What follows belongs to an exercise in optimizing a design on an open flow for small area; a production flow would make more cautious choices. Only simulation tests tie the RTL to the original design; equivalence was not proved.

==> job 8106 <==
==> flow/design.v <==
`timescale 1ns/1ns
package decodePkg;
	typedef struct packed {
		logic [5:0]				opcode;
		logic [5-1:0]	rd;
		logic [5-1:0]	rs1;
		logic [5-1:0]	rs2;
		logic [5:0]				unused;
		logic [5-1:0]	shamt;
	} regView;
	typedef struct packed {
		logic [5:0]		opcode;
		logic [2:0]		cond;
		logic [22:0]	offsetLow;
	} branchView;
	typedef union packed {
		regView		r;
		branchView	b;
	} instrWord;
	typedef enum logic [1:0] {
		EXU_ALU	= 2'b00,
		EXU_MDU	= 2'b01,
		EXU_FPU	= 2'b10
	} exuSel;
	typedef enum logic [2:0] {
		B_NEQ, B_EQ, B_GT, B_LT, B_GTE, B_LTE, B_OVFL, B_UNCON
	} branchCond;
endpackage
`timescale 1ns/1ns
module instrDecoder (
	input	decodePkg::instrWord		instr,
	output	logic [5-1:0]		readAddr0,
	output	logic						readEn0,
	output	logic [5-1:0]		readAddr1,
	output	logic						readEn1,
	output	logic [5-1:0]		writeAddr,
	output	logic						writeEn,
	output	decodePkg::exuSel			exu,
	output	logic [3:0]					aluOp,
	output	logic [2:0]					fpuOp,
	output	logic						mduOp,
	output	decodePkg::branchCond		branchOp,
	output	logic [5-1:0]		shiftAmt,
	output	logic [26-1:0]		offset,
	output	logic						memValid,
	output	logic						memWrite,
	output	logic						memToReg,
	output	logic						flagEn,
	output	logic						branchCmd,
	output	logic						jumpCmd,
	output	logic						callCmd,
	output	logic						retCmd,
	output	logic						loadCmd,
	output	logic						storeCmd,
	output	logic						aluCmd,
	output	logic						cacheFlush,
	output	logic						halt,
	output	logic						npuCfg,
	output	logic						npuEnq,
	output	logic						npuDeq
);
	logic [5:0]	op;
	logic		isLink;
	logic		isMem;
	logic		isShift;
	logic		isFpu;
	logic		isMdu;
	assign op		= instr.r.opcode;
	assign isLink	= (op == 6'b01_0001) || (op == 6'b01_0010);
	assign isMem	= (op == 6'b01_0100) || (op == 6'b01_0101);
	assign isShift	= (op == 6'b00_1000) || (op == 6'b00_1001) || (op == 6'b00_1010);
	assign isFpu	= (op >= 6'b01_1000) && (op <= 6'b01_1110);
	assign isMdu	= (op == 6'b01_0110) || (op == 6'b01_0111);
	assign writeEn		= !((op == 6'b00_1100) || (op == 6'b01_0000) || (op == 6'b01_0101) ||
							(op == 6'b01_1111) || (op == 6'b10_0000) || (op == 6'b10_0100));
	assign writeAddr	= isLink ? 5'd1 : instr.r.rd;
	assign readEn0		= !((op == 6'b00_0011) || (op == 6'b00_1100) || (op == 6'b01_0000) ||
							(op == 6'b01_1111) || (op == 6'b10_0000) || (op == 6'b10_0101));
	assign readAddr0	= ((op == 6'b00_0010) || (op == 6'b10_0100)) ? instr.r.rd :
							(isLink ? 5'd1 : instr.r.rs1);
	assign readEn1		= !((op == 6'b00_0010) || (op == 6'b00_0011) || (op == 6'b00_0111) || isShift ||
							(op == 6'b00_1100) || (op == 6'b01_0000) || (op == 6'b01_0001) ||
							(op == 6'b01_1100) || (op == 6'b01_1101) || (op == 6'b01_1110) ||
							(op == 6'b01_1111) || (op == 6'b10_0000) || (op == 6'b10_0100) ||
							(op == 6'b10_0101));
	assign readAddr1	= (op == 6'b01_0101) ? instr.r.rd :
							((op == 6'b01_0100) ? instr.r.rs1 :
							((op == 6'b01_0010) ? '0 : instr.r.rs2));
	assign flagEn		= !((op == 6'b00_0010) || (op == 6'b00_0011) || (op == 6'b00_1100) ||
							(op == 6'b01_0000) || isLink || isMem || (op == 6'b01_1111) ||
							(op == 6'b10_0000) || (op == 6'b10_0100) || (op == 6'b10_0101));
	assign memToReg		= (op == 6'b01_0100);
	assign memValid		= isMem || isLink;
	assign memWrite		= (op == 6'b01_0101) || (op == 6'b01_0001);
	assign exu			= isFpu ? decodePkg::EXU_FPU :
							(isMdu ? decodePkg::EXU_MDU : decodePkg::EXU_ALU);
	assign aluOp		= (isMem || isLink) ? 4'b0000 : op[3:0];
	assign fpuOp		= op[2:0];
	assign mduOp		= op[0];
	assign shiftAmt		= isShift ? instr.r.shamt : '0;
	assign branchOp		= decodePkg::branchCond'(instr.b.cond);
	assign offset		= {instr.b.cond, instr.b.offsetLow};
	assign branchCmd	= (op == 6'b01_0000);
	assign jumpCmd		= (op == 6'b01_0001);
	assign callCmd		= (op == 6'b01_0001);
	assign retCmd		= (op == 6'b01_0010);
	assign loadCmd		= (op == 6'b00_0010);
	assign storeCmd		= (op == 6'b01_0101);
	assign aluCmd		= (op == 6'b00_0010) || (op == 6'b00_0011) || isMem;
	assign cacheFlush	= (op == 6'b00_1100);
	assign halt			= (op == 6'b01_1111);
	assign npuCfg		= (op == 6'b10_0000);
	assign npuEnq		= (op == 6'b10_0100);
	assign npuDeq		= (op == 6'b10_0101);
endmodule
`timescale 1ns/1ns
module regFile (
	input	logic						clk,
	input	logic [5-1:0]		readAddr0,
	input	logic						readEn0,
	input	logic [5-1:0]		readAddr1,
	input	logic						readEn1,
	input	logic						wbEn,
	input	logic [5-1:0]		wbAddr,
	input	logic [32-1:0]			wbData,
	output	logic [32-1:0]			readData0,
	output	logic [32-1:0]			readData1
);
	logic [32-1:0]		regQ [1:32-1];
	logic [32-1:1]	sel0;
	logic [32-1:1]	sel1;
	for (genvar i = 1; i < 32; i++) begin : g_reg
		always_ff @(posedge clk) begin
			if (wbEn && wbAddr == i)
				regQ[i] <= wbData;
		end
		assign sel0[i] = readEn0 && readAddr0 == i;
		assign sel1[i] = readEn1 && readAddr1 == i;
	end
	always_comb begin
		readData0 = '0;
		readData1 = '0;
		for (int i = 1; i < 32; i++) begin
			readData0 = readData0 | ({32{sel0[i]}} & regQ[i]);
			readData1 = readData1 | ({32{sel1[i]}} & regQ[i]);
		end
	end
endmodule
`timescale 1ns/1ns
module issueRegister (
	input	logic						clk,
	input	logic						arstN,
	input	logic						instValid,
	input	logic [32-1:0]		instr,
	output	logic						issueValid,
	output	logic [32-1:0]		instrQ
);
	always_ff @(posedge clk or negedge arstN) begin
		if (!arstN)
			issueValid	<= 1'b0;
		else
			issueValid	<= instValid;
	end
	always_ff @(posedge clk) begin
		instrQ	<= instr;
	end
endmodule
`timescale 1ns/1ns
module decodeUnit (
	input	logic						clk,
	input	logic						arstN,
	input	logic						instValid,
	input	logic [32-1:0]		instr,
	input	logic						wbEn,
	input	logic [5-1:0]		wbAddr,
	input	logic [32-1:0]			wbData,
	output	logic						issueValid,
	output	logic [32-1:0]			operandA,
	output	logic [32-1:0]			operandB,
	output	logic [5-1:0]		writeAddr,
	output	logic						writeEn,
	output	logic [1:0]					exu,
	output	logic [3:0]					aluOp,
	output	logic [2:0]					fpuOp,
	output	logic						mduOp,
	output	logic [2:0]					branchOp,
	output	logic [5-1:0]		shiftAmt,
	output	logic [26-1:0]		offset,
	output	logic						memValid,
	output	logic						memWrite,
	output	logic						memToReg,
	output	logic						flagEn,
	output	logic						branchCmd,
	output	logic						jumpCmd,
	output	logic						callCmd,
	output	logic						retCmd,
	output	logic						loadCmd,
	output	logic						storeCmd,
	output	logic						aluCmd,
	output	logic						cacheFlush,
	output	logic						halt,
	output	logic						npuCfg,
	output	logic						npuEnq,
	output	logic						npuDeq
);
	logic [32-1:0]	instrQ;
	logic [5-1:0]	readAddr0;
	logic [5-1:0]	readAddr1;
	logic					readEn0;
	logic					readEn1;
	logic					decWriteEn;
	logic					decMemValid;
	logic					decMemWrite;
	logic					decFlagEn;
	logic					decBranchCmd;
	logic					decJumpCmd;
	logic					decCallCmd;
	logic					decRetCmd;
	logic					decLoadCmd;
	logic					decStoreCmd;
	logic					decAluCmd;
	logic					decCacheFlush;
	logic					decHalt;
	logic					decNpuCfg;
	logic					decNpuEnq;
	logic					decNpuDeq;
	issueRegister issue (
		.clk		(clk),
		.arstN		(arstN),
		.instValid	(instValid),
		.instr		(instr),
		.issueValid	(issueValid),
		.instrQ		(instrQ)
	);
	instrDecoder decoder (
		.instr		(instrQ),
		.readAddr0	(readAddr0),
		.readEn0	(readEn0),
		.readAddr1	(readAddr1),
		.readEn1	(readEn1),
		.writeAddr	(writeAddr),
		.writeEn	(decWriteEn),
		.exu		(exu),
		.aluOp		(aluOp),
		.fpuOp		(fpuOp),
		.mduOp		(mduOp),
		.branchOp	(branchOp),
		.shiftAmt	(shiftAmt),
		.offset		(offset),
		.memValid	(decMemValid),
		.memWrite	(decMemWrite),
		.memToReg	(memToReg),
		.flagEn		(decFlagEn),
		.branchCmd	(decBranchCmd),
		.jumpCmd	(decJumpCmd),
		.callCmd	(decCallCmd),
		.retCmd		(decRetCmd),
		.loadCmd	(decLoadCmd),
		.storeCmd	(decStoreCmd),
		.aluCmd		(decAluCmd),
		.cacheFlush	(decCacheFlush),
		.halt		(decHalt),
		.npuCfg		(decNpuCfg),
		.npuEnq		(decNpuEnq),
		.npuDeq		(decNpuDeq)
	);
	regFile regs (
		.clk		(clk),
		.readAddr0	(readAddr0),
		.readEn0	(readEn0),
		.readAddr1	(readAddr1),
		.readEn1	(readEn1),
		.wbEn		(wbEn),
		.wbAddr		(wbAddr),
		.wbData		(wbData),
		.readData0	(operandA),
		.readData1	(operandB)
	);
	assign {writeEn, memValid, memWrite, flagEn,
			branchCmd, jumpCmd, callCmd, retCmd,
			loadCmd, storeCmd, aluCmd, cacheFlush,
			halt, npuCfg, npuEnq, npuDeq} =
			{16{issueValid}} &
			{decWriteEn, decMemValid, decMemWrite, decFlagEn,
			decBranchCmd, decJumpCmd, decCallCmd, decRetCmd,
			decLoadCmd, decStoreCmd, decAluCmd, decCacheFlush,
			decHalt, decNpuCfg, decNpuEnq, decNpuDeq};
endmodule
==> flow/run.sh <==
#!/bin/bash
# synth_recipe.tcl (not shown) runs the flow's synth.tcl, then flattens the netlist and writes it again
# the make line also repeats each setting of config.mk as NAME=value (left out here)
make -C /OpenROAD-flow-scripts/flow DESIGN_CONFIG=/design/flow/config.mk WORK_HOME=/design/flow/orfs CLKGATE_MAP_FILE= SYNTH_SCRIPT=/design/flow/synth_recipe.tcl finish
==> flow/config.mk <==
export PLATFORM = sky130hd
export DESIGN_NAME = decodeUnit
export DESIGN_NICKNAME = decodeUnit
export VERILOG_FILES = /design/flow/design.v
export SDC_FILE = /design/flow/constraint.sdc
export NUM_CORES = 4
export LEC_CHECK = 0
export CAP_MARGIN = 20
export CORE_MARGIN = 2
export CORE_UTILIZATION = 40
export SLEW_MARGIN = 20
==> flow/constraint.sdc <==
create_clock -name core_clock -period 6.0 [get_ports {clk}]
set_input_delay 1.2000 -clock core_clock [delete_from_list [all_inputs] [get_ports {clk}]]
set_output_delay 1.2000 -clock core_clock [all_outputs]
set_load 0.01 [all_outputs]
==> job 5061: changes against job 8106 <==
==> flow/design.v, changed modules only <==
module readDecoder (
	input	decodePkg::instrWord		instr,
	output	logic [5-1:0]		readAddr0,
	output	logic [5-1:0]		readAddr1
);
	logic [5:0]	op;
	logic		isLink;
	logic		readEn0;
	logic		readEn1;
	assign op		= instr.r.opcode;
	assign isLink	= (op == 6'b01_0001) || (op == 6'b01_0010);
	assign readEn0		= !((op == 6'b00_0011) || (op == 6'b00_1100) || (op == 6'b01_0000) ||
							(op == 6'b01_1111) || (op == 6'b10_0000) || (op == 6'b10_0101));
	assign readAddr0	= !readEn0 ? '0 :
							((op == 6'b00_0010) || (op == 6'b10_0100)) ? instr.r.rd :
							(isLink ? 5'd1 : instr.r.rs1);
	assign readEn1		= !((op == 6'b00_0010) || (op == 6'b00_0011) || (op == 6'b00_0111) ||
							(op == 6'b00_1000) || (op == 6'b00_1001) || (op == 6'b00_1010) ||
							(op == 6'b00_1100) || (op == 6'b01_0000) || (op == 6'b01_0001) ||
							(op == 6'b01_1100) || (op == 6'b01_1101) || (op == 6'b01_1110) ||
							(op == 6'b01_1111) || (op == 6'b10_0000) || (op == 6'b10_0100) ||
							(op == 6'b10_0101) || (op == 6'b01_0010));
	assign readAddr1	= !readEn1 ? '0 :
							(op == 6'b01_0101) ? instr.r.rd :
							((op == 6'b01_0100) ? instr.r.rs1 : instr.r.rs2);
endmodule
module instrDecoder (
	input	decodePkg::instrWord		instr,
	output	logic [5-1:0]		writeAddr,
	output	logic						writeEn,
	output	decodePkg::exuSel			exu,
	output	logic [3:0]					aluOp,
	output	logic [2:0]					fpuOp,
	output	logic						mduOp,
	output	decodePkg::branchCond		branchOp,
	output	logic [5-1:0]		shiftAmt,
	output	logic [26-1:0]		offset,
	output	logic						memValid,
	output	logic						memWrite,
	output	logic						memToReg,
	output	logic						flagEn,
	output	logic						branchCmd,
	output	logic						jumpCmd,
	output	logic						callCmd,
	output	logic						retCmd,
	output	logic						loadCmd,
	output	logic						storeCmd,
	output	logic						aluCmd,
	output	logic						cacheFlush,
	output	logic						halt,
	output	logic						npuCfg,
	output	logic						npuEnq,
	output	logic						npuDeq
);
	logic [5:0]	op;
	logic		isLink;
	logic		isMem;
	logic		isShift;
	logic		isFpu;
	logic		isMdu;
	assign op		= instr.r.opcode;
	assign isLink	= (op == 6'b01_0001) || (op == 6'b01_0010);
	assign isMem	= (op == 6'b01_0100) || (op == 6'b01_0101);
	assign isShift	= (op == 6'b00_1000) || (op == 6'b00_1001) || (op == 6'b00_1010);
	assign isFpu	= (op >= 6'b01_1000) && (op <= 6'b01_1110);
	assign isMdu	= (op == 6'b01_0110) || (op == 6'b01_0111);
	assign writeEn		= !((op == 6'b00_1100) || (op == 6'b01_0000) || (op == 6'b01_0101) ||
							(op == 6'b01_1111) || (op == 6'b10_0000) || (op == 6'b10_0100));
	assign writeAddr	= isLink ? 5'd1 : instr.r.rd;
	assign flagEn		= !((op == 6'b00_0010) || (op == 6'b00_0011) || (op == 6'b00_1100) ||
							(op == 6'b01_0000) || isLink || isMem || (op == 6'b01_1111) ||
							(op == 6'b10_0000) || (op == 6'b10_0100) || (op == 6'b10_0101));
	assign memToReg		= (op == 6'b01_0100);
	assign memValid		= isMem || isLink;
	assign memWrite		= (op == 6'b01_0101) || (op == 6'b01_0001);
	assign exu			= isFpu ? decodePkg::EXU_FPU :
							(isMdu ? decodePkg::EXU_MDU : decodePkg::EXU_ALU);
	assign aluOp		= (isMem || isLink) ? 4'b0000 : op[3:0];
	assign fpuOp		= op[2:0];
	assign mduOp		= op[0];
	assign shiftAmt		= isShift ? instr.r.shamt : '0;
	assign branchOp		= decodePkg::branchCond'(instr.b.cond);
	assign offset		= {instr.b.cond, instr.b.offsetLow};
	assign branchCmd	= (op == 6'b01_0000);
	assign jumpCmd		= (op == 6'b01_0001);
	assign callCmd		= (op == 6'b01_0001);
	assign retCmd		= (op == 6'b01_0010);
	assign loadCmd		= (op == 6'b00_0010);
	assign storeCmd		= (op == 6'b01_0101);
	assign aluCmd		= (op == 6'b00_0010) || (op == 6'b00_0011) || isMem;
	assign cacheFlush	= (op == 6'b00_1100);
	assign halt			= (op == 6'b01_1111);
	assign npuCfg		= (op == 6'b10_0000);
	assign npuEnq		= (op == 6'b10_0100);
	assign npuDeq		= (op == 6'b10_0101);
endmodule
module regFile (
	input	logic						clk,
	input	logic [5-1:0]		readAddr0,
	input	logic [5-1:0]		readAddr1,
	input	logic						wbEn,
	input	logic [5-1:0]		wbAddr,
	input	logic [32-1:0]			wbData,
	output	logic [32-1:0]			readData0,
	output	logic [32-1:0]			readData1
);
	logic [32-1:0]		regQ [1:32-1];
	logic [32-1:1]	sel0;
	logic [32-1:1]	sel1;
	for (genvar i = 1; i < 32; i++) begin : g_reg
		logic				we;
		logic				hold;
		logic [32-1:0]	regD;
		assign we	= wbEn && wbAddr == i;
		assign hold	= !(wbEn && wbAddr == i);
		for (genvar b = 0; b < 32; b++) begin : g_bit
			holdCell hc (.q(regQ[i][b]), .hold(hold), .d(wbData[b]), .we(we), .next(regD[b]));
		end
		always_ff @(posedge clk) begin
			regQ[i] <= regD;
		end
		assign sel0[i] = readAddr0 == i;
		assign sel1[i] = readAddr1 == i;
	end
	for (genvar b = 0; b < 32; b++) begin : g_bit
		logic [32-1:1]	col;
		for (genvar i = 1; i < 32; i++) begin : g_col
			assign col[i] = regQ[i][b];
		end
		readSlice slice0 (.sel(sel0), .data(col), .out(readData0[b]));
		readSlice slice1 (.sel(sel1), .data(col), .out(readData1[b]));
	end
endmodule
module holdCell (
	input	logic	q,
	input	logic	hold,
	input	logic	d,
	input	logic	we,
	output	logic	next
);
	assign next = (q && hold) || (d && we);
endmodule
module readSlice (
	input	logic [32-1:1]	sel,
	input	logic [32-1:1]	data,
	output	logic					out
);
	logic [10:0]	groupN;
	for (genvar g = 0; g < 10; g++) begin : g_grp
		readGroup grp (.sel(sel[3*g+3:3*g+1]), .data(data[3*g+3:3*g+1]), .outN(groupN[g]));
	end
	assign groupN[10] = !(sel[31] && data[31]);
	assign out = !(&groupN);
endmodule
module readGroup (
	input	logic [2:0]	sel,
	input	logic [2:0]	data,
	output	logic		outN
);
	assign outN = !(|(sel & data));
endmodule
module issueRegister (
	input	logic						clk,
	input	logic						arstN,
	input	logic						instValid,
	input	logic [32-1:0]		instr,
	input	logic [5-1:0]		readAddr0,
	input	logic [5-1:0]		readAddr1,
	output	logic						issueValid,
	output	logic [32-1:0]		instrQ,
	output	logic [5-1:0]		readAddr0Q,
	output	logic [5-1:0]		readAddr1Q
);
	always_ff @(posedge clk or negedge arstN) begin
		if (!arstN)
			issueValid	<= 1'b0;
		else
			issueValid	<= instValid;
	end
	always_ff @(posedge clk) begin
		instrQ		<= instr;
		readAddr0Q	<= readAddr0;
		readAddr1Q	<= readAddr1;
	end
endmodule
module decodeUnit (
	input	logic						clk,
	input	logic						arstN,
	input	logic						instValid,
	input	logic [32-1:0]		instr,
	input	logic						wbEn,
	input	logic [5-1:0]		wbAddr,
	input	logic [32-1:0]			wbData,
	output	logic						issueValid,
	output	logic [32-1:0]			operandA,
	output	logic [32-1:0]			operandB,
	output	logic [5-1:0]		writeAddr,
	output	logic						writeEn,
	output	logic [1:0]					exu,
	output	logic [3:0]					aluOp,
	output	logic [2:0]					fpuOp,
	output	logic						mduOp,
	output	logic [2:0]					branchOp,
	output	logic [5-1:0]		shiftAmt,
	output	logic [26-1:0]		offset,
	output	logic						memValid,
	output	logic						memWrite,
	output	logic						memToReg,
	output	logic						flagEn,
	output	logic						branchCmd,
	output	logic						jumpCmd,
	output	logic						callCmd,
	output	logic						retCmd,
	output	logic						loadCmd,
	output	logic						storeCmd,
	output	logic						aluCmd,
	output	logic						cacheFlush,
	output	logic						halt,
	output	logic						npuCfg,
	output	logic						npuEnq,
	output	logic						npuDeq
);
	logic [32-1:0]	instrQ;
	logic [5-1:0]	readAddr0;
	logic [5-1:0]	readAddr1;
	logic [5-1:0]	readAddr0Q;
	logic [5-1:0]	readAddr1Q;
	logic					decWriteEn;
	logic					decMemValid;
	logic					decMemWrite;
	logic					decFlagEn;
	logic					decBranchCmd;
	logic					decJumpCmd;
	logic					decCallCmd;
	logic					decRetCmd;
	logic					decLoadCmd;
	logic					decStoreCmd;
	logic					decAluCmd;
	logic					decCacheFlush;
	logic					decHalt;
	logic					decNpuCfg;
	logic					decNpuEnq;
	logic					decNpuDeq;
	readDecoder readDec (
		.instr		(instr),
		.readAddr0	(readAddr0),
		.readAddr1	(readAddr1)
	);
	issueRegister issue (
		.clk		(clk),
		.arstN		(arstN),
		.instValid	(instValid),
		.instr		(instr),
		.readAddr0	(readAddr0),
		.readAddr1	(readAddr1),
		.issueValid	(issueValid),
		.instrQ		(instrQ),
		.readAddr0Q	(readAddr0Q),
		.readAddr1Q	(readAddr1Q)
	);
	instrDecoder decoder (
		.instr		(instrQ),
		.writeAddr	(writeAddr),
		.writeEn	(decWriteEn),
		.exu		(exu),
		.aluOp		(aluOp),
		.fpuOp		(fpuOp),
		.mduOp		(mduOp),
		.branchOp	(branchOp),
		.shiftAmt	(shiftAmt),
		.offset		(offset),
		.memValid	(decMemValid),
		.memWrite	(decMemWrite),
		.memToReg	(memToReg),
		.flagEn		(decFlagEn),
		.branchCmd	(decBranchCmd),
		.jumpCmd	(decJumpCmd),
		.callCmd	(decCallCmd),
		.retCmd		(decRetCmd),
		.loadCmd	(decLoadCmd),
		.storeCmd	(decStoreCmd),
		.aluCmd		(decAluCmd),
		.cacheFlush	(decCacheFlush),
		.halt		(decHalt),
		.npuCfg		(decNpuCfg),
		.npuEnq		(decNpuEnq),
		.npuDeq		(decNpuDeq)
	);
	regFile regs (
		.clk		(clk),
		.readAddr0	(readAddr0Q),
		.readAddr1	(readAddr1Q),
		.wbEn		(wbEn),
		.wbAddr		(wbAddr),
		.wbData		(wbData),
		.readData0	(operandA),
		.readData1	(operandB)
	);
	assign {writeEn, memValid, memWrite, flagEn,
			branchCmd, jumpCmd, callCmd, retCmd,
			loadCmd, storeCmd, aluCmd, cacheFlush,
			halt, npuCfg, npuEnq, npuDeq} =
			{16{issueValid}} &
			{decWriteEn, decMemValid, decMemWrite, decFlagEn,
			decBranchCmd, decJumpCmd, decCallCmd, decRetCmd,
			decLoadCmd, decStoreCmd, decAluCmd, decCacheFlush,
			decHalt, decNpuCfg, decNpuEnq, decNpuDeq};
endmodule
==> flow/flow/run.sh (new file) <==
#!/bin/bash
# Standard layout with smaller port buffers and no CTS dummy loads.
# ORFS logs stay under orfs/logs; make's own output goes to standard.log.
set -euo pipefail
export BUFFER_PORTS_ARGS="-buffer_cell sky130_fd_sc_hd__buf_1"
export CTS_ARGS="-sink_clustering_enable -repair_clock_nets -dont_use_dummy_load -buf_list sky130_fd_sc_hd__clkbuf_16 -sink_clustering_size 23 -sink_clustering_max_diameter 120"
bash standard.sh > standard.log 2>&1
==> flow/standard.sh (new file) <==
#!/bin/bash
# synth_recipe.tcl (not shown) runs the flow's synth.tcl, then flattens the netlist and writes it again
# the make line also repeats each setting of config.mk as NAME=value (left out here)
make -C /OpenROAD-flow-scripts/flow DESIGN_CONFIG=/design/flow/config.mk WORK_HOME=/design/flow/orfs CLKGATE_MAP_FILE= SYNTH_SCRIPT=/design/flow/synth_recipe.tcl "${@:-finish}"
--- a/flow/config.mk
+++ b/flow/config.mk
@@ -8,4 +8,9 @@
 export CAP_MARGIN = 20
 export CORE_MARGIN = 2
-export CORE_UTILIZATION = 40
+export CORE_UTILIZATION = 50
+export CTS_BUF_LIST = sky130_fd_sc_hd__clkbuf_16
+export CTS_CLUSTER_DIAMETER = 120
+export CTS_CLUSTER_SIZE = 23
 export SLEW_MARGIN = 20
+export SYNTH_HIERARCHICAL = 1
+export SYNTH_MINIMUM_KEEP_SIZE = 0
removed: flow/run.sh
==> flow_summary.json <==
{
  "clk_share": 0.0660,
  "final_cell_area_mm2": 0.0558,
  "synth_area_leaders": "edfxtp_1 (66%), a22oi_1 (6.5%), a22o_1 (2.6%)",
  "setup_viol": 1,
  "worst_slack_ns": -0.000628,
  "so_faults": "negative setup slack",
  "status": "complete, but fails checks"
}
The numbers above come from job 8106.

==> flow_summary.json <==
{
  "cts_root_buf": "clkbuf_16",
  "reg2reg_to": "regs.regQ[12][14]",
  "clk_share": 0.0277,
  "setup_viol": 0,
  "status": "complete, no violations",
  "final_cell_area_mm2": 0.0452
}
The numbers above come from job 5061.

-- what the ideal ports hide --
In the flow no input, the clock included, has a driving cell. The finished layouts below were timed again as built, in two steps. Step 1: set_driving_cell puts a clkbuf_16 on clk and a buf_2 on each other input, an assumption about the parent block. Step 2 adds t to the input delays and takes it off the output delays; t is the mean of the earliest and latest rising clock arrival at the registers after step 1. Input paths then give back, and output paths get back, about the clock's delay inside the block. Slacks: no drivers / after step 1 / after step 2; pairs: no drivers / after step 1.
run | t (ns) | setup WS [ns] | clock arrival spread, ns | slew at the worst register clock pin (ns) | worst data-port slew with drivers (ns)
job 8106 | 0.800 | -0.001 / -0.079 / 0.722 | 0.037 / 0.037 | 0.07 / 0.07 | 0.10
job 5061 | 0.718 | 0.740 / 0.669 / 1.387 | 0.055 / 0.056 | 0.10 / 0.10 | 0.16
